This design comes from an exercise in tuning for small area on the open sky130 flow, not from production work. Only simulation tests tie the RTL to the original design; equivalence was not proved. No activity file was given, so power comes from the tool's default toggle rates.

// scancode_key_decoder_fifo_top
module scancode_key_decoder_fifo_top (
    input  wire logic            clk,
    input  wire logic            rst_n,
    input  wire logic            cmd_valid,
    output logic                 cmd_stall,
    input  wire logic [10:0]     cmd_in,
    output logic                 evt_valid,
    input  wire logic            evt_stall,
    output logic [25:0]          evt_out
);
    localparam int DEPTH = skfd_pkg::FIFO_DEPTH;
    logic [1:0] mode;
    logic [7:0] b;
    logic       en;
    assign mode = cmd_in[10:9];
    assign b    = cmd_in[8:1];
    assign en   = cmd_in[0];
    logic       prefix_reg, shift_reg, caps_reg, saved_reg;
    logic [5:0] count_reg;
    logic       out_valid_reg, skid_valid_reg;
    logic       out_req_reg;
    logic [6:0] out_key;
    logic [2:0] skid_op;
    logic [6:0] q [DEPTH];
    logic accept, take, exec;
    assign cmd_stall = skid_valid_reg;
    assign accept    = cmd_valid && !skid_valid_reg;
    assign take      = out_valid_reg && !evt_stall;
    assign exec      = skid_valid_reg ? take : (accept && (take || !out_valid_reg));
    logic       is_scan, is_ext, is_arrow, in_table, snap_key;
  ...
Settings: LEC_CHECK=0, ABC_AREA=1, CAP_MARGIN=20, CORE_MARGIN=2, CORE_UTILIZATION=60, CTS_BUF_LIST=sky130_fd_sc_hd__clkbuf_4 sky130_fd_sc_hd__clkbuf_8, GPL_TIMING_DRIVEN=0, SLEW_MARGIN=20; clock period 4.0 ns.
standard.sh (not shown) runs the stock make flow with config.mk's settings and CLKGATE_MAP_FILE= SYNTH_SCRIPT=/design/flow/synth_recipe.tcl, a recipe that flattens the netlist after the stock synthesis.
==> flow/flow/run.sh <==
#!/bin/bash
# Own layout flow: the standard flow (standard.sh, all ORFS steps unchanged) with
#  - synthesis as synth_recipe.tcl makes it, except that ABC maps the logic with an
#    area-oriented script (flow/heavy.abc) in place of ORFS's abc_area.script;
#  - a clock tree of clkbuf_4/clkbuf_8 without dummy loads;
#  - buf_1 cells as the port buffers.
# Each tool's full output: ORFS's logs under orfs/logs, make's output in flow_make.log.
set -euo pipefail
W=$(pwd)
F=$W/flow

cat > "$W/own_synth.tcl" <<TCL
# synth_recipe.tcl with ABC's script replaced
proc abc {args} {
  set i [lsearch -exact \$args -script]
  if { \$i >= 0 } { lset args [expr { \$i + 1 }] {$F/heavy.abc} }
  yosys abc {*}\$args
}
source {$W/synth_recipe.tcl}
TCL

cat > "$W/own_config.mk" <<MK
include $W/config.mk
export CTS_ARGS = -sink_clustering_enable -repair_clock_nets -buf_list {sky130_fd_sc_hd__clkbuf_4 sky130_fd_sc_hd__clkbuf_8} -dont_use_dummy_load -sink_clustering_size 16 -sink_clustering_max_diameter 70
export BUFFER_PORTS_ARGS = -buffer_cell sky130_fd_sc_hd__buf_1
MK

bash "$W/standard.sh" DESIGN_CONFIG="$W/own_config.mk" SYNTH_SCRIPT="$W/own_synth.tcl" finish > "$W/flow_make.log" 2>&1
==> flow/flow/heavy.abc <==
strash
dch -f
map -a
strash
dch -f
map -a
strash
dch -f
map -a
strash
dch -f
map -a
strash
dch -f
map -a
strash
dch -f
map -a
strash
dch -f
map -a
strash
dch -f
map -a
topo
The starting point finished with timing, DRC and antenna clean.
Next try:
--- a/flow/flow/heavy.abc
+++ b/flow/flow/heavy.abc
@@ -24,0 +25,5 @@
+strash
+dch -f
+&get -n
+&nf -a
+&put
After rerunning: The changed run completed without violations; count of clock-buffer cells in the layout stays the same; synthesized cell count came out lower by a little under a tenth; routed wire length came out higher by a few percent; cell area hardly moves; worst hold slack barely changes; final cell count came out lower by a few percent; clock power is about the same.
Next try:
--- a/flow/flow/run.sh
+++ b/flow/flow/run.sh
@@ -6 +6,2 @@
-#  - buf_1 cells as the port buffers.
+#  - buf_1 cells as the port buffers;
+#  - no timing repair at floorplan (REMOVE_ABC_BUFFERS), only the later, placed repairs.
@@ -25,0 +27 @@
+export REMOVE_ABC_BUFFERS = 1
==> flow/flow/heavy.abc (replaced) <==
strash
dch -f
map -a
strash
dch -f
map -a
strash
dch -f
map -a
strash
dch -f
map -a
strash
dch -f
map -a
topo
Effect: Clock power is about the same; setup slack got worse by 0.027 ns; sequential power decreases by a few percent; sequential cell count is unchanged; core utilization decreases by 1.4 points; synthesized area increases slightly.
Next try:
--- a/flow/flow/run.sh
+++ b/flow/flow/run.sh
@@ -6,2 +6 @@
-#  - buf_1 cells as the port buffers;
-#  - no timing repair at floorplan (REMOVE_ABC_BUFFERS), only the later, placed repairs.
+#  - buf_1 cells as the port buffers.
@@ -27 +25,0 @@
-export REMOVE_ABC_BUFFERS = 1
==> flow/flow/heavy.abc (replaced) <==
strash
dch -f
map -a
strash
dch -f
map -a
strash
dch -f
map -a
topo
Total power falls by 2.2%.
Global-route usage hardly moves.
Setup slack gets better by 0.042 ns.
Non-clock buffer count goes up by 4.
Flip-flop and latch count stays the same.


Setup of build 31:
scancode_key_decoder_fifo_top again, from the RTL that the note above started with.
// scancode_key_decoder_fifo_top
module scancode_key_decoder_fifo_top (
    input  wire logic            clk,
    input  wire logic            rst_n,
    input  wire logic            cmd_valid,
    output logic                 cmd_stall,
    input  wire logic [10:0]     cmd_in,
    output logic                 evt_valid,
    input  wire logic            evt_stall,
    output logic [25:0]          evt_out
);
clock: 4.0 ns
lec_check: 0
abc_area: 1
cap_margin: 20
core_margin: 2
core_utilization: 60
cts_buf_list: sky130_fd_sc_hd__clkbuf_4 sky130_fd_sc_hd__clkbuf_8
gpl_timing_driven: 0
place_density: 0.8
slew_margin: 20
==> flow/flow/run.sh <==
#!/bin/bash
# Own layout flow: the standard flow (standard.sh, all ORFS steps unchanged) with
#  - synthesis as synth_recipe.tcl makes it, except that ABC maps the logic with an
#    area-oriented script (flow/heavy.abc) in place of ORFS's abc_area.script;
#  - a clock tree of clkbuf_4/clkbuf_8 without dummy loads;
#  - buf_1 cells as the port buffers.
# Each tool's full output: ORFS's logs under orfs/logs, make's output in flow_make.log.
set -euo pipefail
W=$(pwd)
F=$W/flow

cat > "$W/own_synth.tcl" <<TCL
# synth_recipe.tcl with ABC's script replaced
proc abc {args} {
  set i [lsearch -exact \$args -script]
  if { \$i >= 0 } { lset args [expr { \$i + 1 }] {$F/heavy.abc} }
  yosys abc {*}\$args
}
source {$W/synth_recipe.tcl}
TCL

cat > "$W/own_config.mk" <<MK
include $W/config.mk
export CTS_ARGS = -sink_clustering_enable -repair_clock_nets -buf_list {sky130_fd_sc_hd__clkbuf_4 sky130_fd_sc_hd__clkbuf_8} -dont_use_dummy_load -sink_clustering_size 16 -sink_clustering_max_diameter 70
export BUFFER_PORTS_ARGS = -buffer_cell sky130_fd_sc_hd__buf_1
MK

bash "$W/standard.sh" DESIGN_CONFIG="$W/own_config.mk" SYNTH_SCRIPT="$W/own_synth.tcl" finish > "$W/flow_make.log" 2>&1
==> flow/flow/heavy.abc <==
strash
dch -f
map -a
strash
dch -f
map -a
strash
dch -f
map -a
topo
For build 54, these inputs were changed with respect to build 31:
- swapping 20 for 0 in CAP_MARGIN
- swapping 20 for 0 in SLEW_MARGIN
- clearing PLACE_DENSITY, which used to be 0.8
-- flow/flow/run.sh --
<<< build 31, line 4
#    area-oriented script (flow/heavy.abc) in place of ORFS's abc_area.script;
#  - a clock tree of clkbuf_4/clkbuf_8 without dummy loads;
#  - buf_1 cells as the port buffers.
# Each tool's full output: ORFS's logs under orfs/logs, make's output in flow_make.log.
set -euo pipefail
>>> build 54, line 4
#    area-oriented script (flow/heavy.abc) in place of ORFS's abc_area.script;
#  - a clock tree of clkbuf_4/clkbuf_8 without dummy loads;
#  - buf_1 cells as the port buffers;
#  - no timing repair at floorplan (REMOVE_ABC_BUFFERS), only the later, placed repairs.
# Each tool's full output: ORFS's logs under orfs/logs, make's output in flow_make.log.
set -euo pipefail
<<< build 31, line 24
export CTS_ARGS = -sink_clustering_enable -repair_clock_nets -buf_list {sky130_fd_sc_hd__clkbuf_4 sky130_fd_sc_hd__clkbuf_8} -dont_use_dummy_load -sink_clustering_size 16 -sink_clustering_max_diameter 70
export BUFFER_PORTS_ARGS = -buffer_cell sky130_fd_sc_hd__buf_1
MK

>>> build 54, line 25
export CTS_ARGS = -sink_clustering_enable -repair_clock_nets -buf_list {sky130_fd_sc_hd__clkbuf_4 sky130_fd_sc_hd__clkbuf_8} -dont_use_dummy_load -sink_clustering_size 16 -sink_clustering_max_diameter 70
export BUFFER_PORTS_ARGS = -buffer_cell sky130_fd_sc_hd__buf_1
export REMOVE_ABC_BUFFERS = 1
MK

-- flow/flow/heavy.abc --
<<< build 31, line 1
strash
dch -f
>>> build 54, line 1
strash
dch -f
map -a
strash
dch -f
map -a
strash
dch -f
### Flow results
- Between build 31 and build 54, measured slew at the worst slew-check pin is lower for build 54, build 31 comes in above that.
- Build 31 -> build 54: final cell area excluding filler cells decreased slightly
- The run with more routed wire is build 54, not build 31.
- Diff build 31 -> build 54: number of global-route vias before repair fell 4.1%, post-synthesis compound-gate area fraction fell 0.53 points, global placer's final weighted congestion fell 2.5%.
- The fraction of area in clock buffers and inverters on build 31 is in line with that on build 54.
- | via count | lower: build 54 |
- Maximum clock frequency: build 31 vs build 54 — no meaningful difference
- Summary: with build 31 as the reference, number of buffers outside the clock class in the layout in build 54 moved down by more than 10%.
- When build 54 is measured against build 31, its path length in cells of the critical path turns out 5 higher.
Here is what was changed in the inputs of build 42 compared with build 54.
- a change of SLEW_MARGIN from 0 to 20
- a change of CAP_MARGIN from 0 to 20
==> flow/flow/run.sh <==
#!/bin/bash
# Own layout flow: the standard flow (standard.sh, all ORFS steps unchanged) with
#  - synthesis as synth_recipe.tcl makes it, except that ABC maps the logic with an
#    area-oriented script (flow/heavy.abc) in place of ORFS's abc_area.script;
#  - a clock tree of clkbuf_4/clkbuf_8 without dummy loads;
#  - buf_1 cells as the port buffers.
# Each tool's full output: ORFS's logs under orfs/logs, make's output in flow_make.log.
set -euo pipefail
W=$(pwd)
F=$W/flow

cat > "$W/own_synth.tcl" <<TCL
# synth_recipe.tcl with ABC's script replaced
proc abc {args} {
  set i [lsearch -exact \$args -script]
  if { \$i >= 0 } { lset args [expr { \$i + 1 }] {$F/heavy.abc} }
  yosys abc {*}\$args
}
source {$W/synth_recipe.tcl}
TCL

cat > "$W/own_config.mk" <<MK
include $W/config.mk
export CTS_ARGS = -sink_clustering_enable -repair_clock_nets -buf_list {sky130_fd_sc_hd__clkbuf_4 sky130_fd_sc_hd__clkbuf_8} -dont_use_dummy_load -sink_clustering_size 16 -sink_clustering_max_diameter 70
export BUFFER_PORTS_ARGS = -buffer_cell sky130_fd_sc_hd__buf_1
MK

bash "$W/standard.sh" DESIGN_CONFIG="$W/own_config.mk" SYNTH_SCRIPT="$W/own_synth.tcl" finish > "$W/flow_make.log" 2>&1
-- flow/flow/heavy.abc --
<<< build 54, line 14
dch -f
map -a
topo
>>> build 42, line 14
dch -f
map -a
strash
dch -f
map -a
strash
dch -f
map -a
strash
dch -f
map -a
strash
dch -f
&get -n
&nf -a -p -R 50
&put
topo
Results
- Taking build 54 as the reference, in build 42 global placer's final weighted congestion increased 2.5%; number of global-route vias before repair decreased 2.7%; synthesized cell count decreased 96; cell area after placement increased 200 µm²; via-per-instance ratio increased about 5%.
- Looking only at global-route met2 utilization, and setting everything else aside, the lower value of build 42 and build 54 goes to build 54.
- | wire length | build 42 vs build 54 | about 0.8% lower |
- Final cell area: build 42 above build 54
- Sort build 42 and build 54 by total power, ascending, and build 42 comes first.
- Build 42 against build 54; detailed-route wire length per cell is up by a little under 10%.
Input changes introduced in build 1 (baseline for comparison: build 42):
-- flow/flow/heavy.abc --
<<< build 42, line 26
dch -f
&get -n
&nf -a -p -R 50
&put
topo
>>> build 1, line 26
dch -f
&get -n
&nf -p -R 20
&put
topo
## What came out
Build 1 ended up with out_key[2] as its start point of the critical path; build 42 ended up with out_key[1]. Against build 42, build 1 comes in 0.017 ns lower on hold slack. Data arrival time of the critical path (lower): build 1. Against build 42 as the reference, build 1 delivers a higher sum of met3 wire segment lengths after detailed routing. Build 1 — relative contribution of combinational cells to total power 0.2 points higher, build 42 as reference. [build 1] final critical delay including setup and external delays fell 0.22 ns relative to build 42. Summary of build 1 over build 42: simple-gate share of the synthesized area now larger; global-route usage over all layers -0.16 points. Final worst slack, build 42 and build 1: larger value in build 1.
Changes in build 36 relative to build 1:
- changing CAP_MARGIN from 20 to 0
- changing SLEW_MARGIN from 20 to 0
==> flow/flow/heavy.abc <==
strash
dch -f
map -a
strash
dch -f
map -a
strash
dch -f
map -a
strash
dch -f
map -a
strash
dch -f
map -a
topo
## What came out
Weighted congestion at the end of routability-driven global placement in build 36 is 0.0031 lower than in build 1
Build 36 reports its endpoint of the worst setup timing path as out_key[5] while build 1 reports evt_out[22].
Against build 1 as the reference, build 36 delivers a higher layout inverter count without the clock tree.
The higher met2 track utilization from global routing came out of build 36.

-- afterwards: timing with drivers on the ports --
How much do the figures lean on ideal ports? The routed layouts below were timed once more, with nothing changed but the port constraints.
Step 1 assumes that a clkbuf_16 drives the clock port and a buf_2 every other input.
Step 2 times the ports against the registers' clock, not the clock port: input delays grow and output delays shrink by t, the midpoint of the rising clock arrivals with the driver on.
Three values: no drivers, after step 1, after step 2; two values: the first two.
| run | t (ns) | setup WS [ns] | worst data-port slew with drivers (ns) | pins driven straight from the clock port |
|---|---|---|---|---|
| the first run of note 1 | 0.552 | 0.214 / 0.176 / -0.072 | 0.03 | 1 |
| the second run of note 1 | 0.558 | 0.164 / 0.121 / -0.032 | 0.04 | 1 |
| the third run of note 1 | 0.560 | 0.137 / 0.137 / 0.016 | 0.03 | 1 |
| the fourth run of note 1 | 0.557 | 0.178 / 0.138 / -0.218 | 0.03 | 1 |
| build 31 | 0.549 | 0.202 / 0.161 / -0.223 | 0.03 | 1 |
| build 54 | 0.554 | 0.204 / 0.204 / 0.027 | 0.03 | 1 |
| build 42 | 0.550 | 0.128 / 0.086 / -0.192 | 0.03 | 1 |
| build 1 | 0.552 | 0.346 / 0.305 / 0.074 | 0.03 | 1 |
| build 36 | 0.570 | 0.222 / 0.211 / -0.103 | 0.03 | 1 |
With both steps, setup timing fails in 6 of these runs, where it was met with ideal ports. For build 31, which loses most, drivers alone change the setup slack by -0.041 ns; drivers and shift together by -0.425 ns.
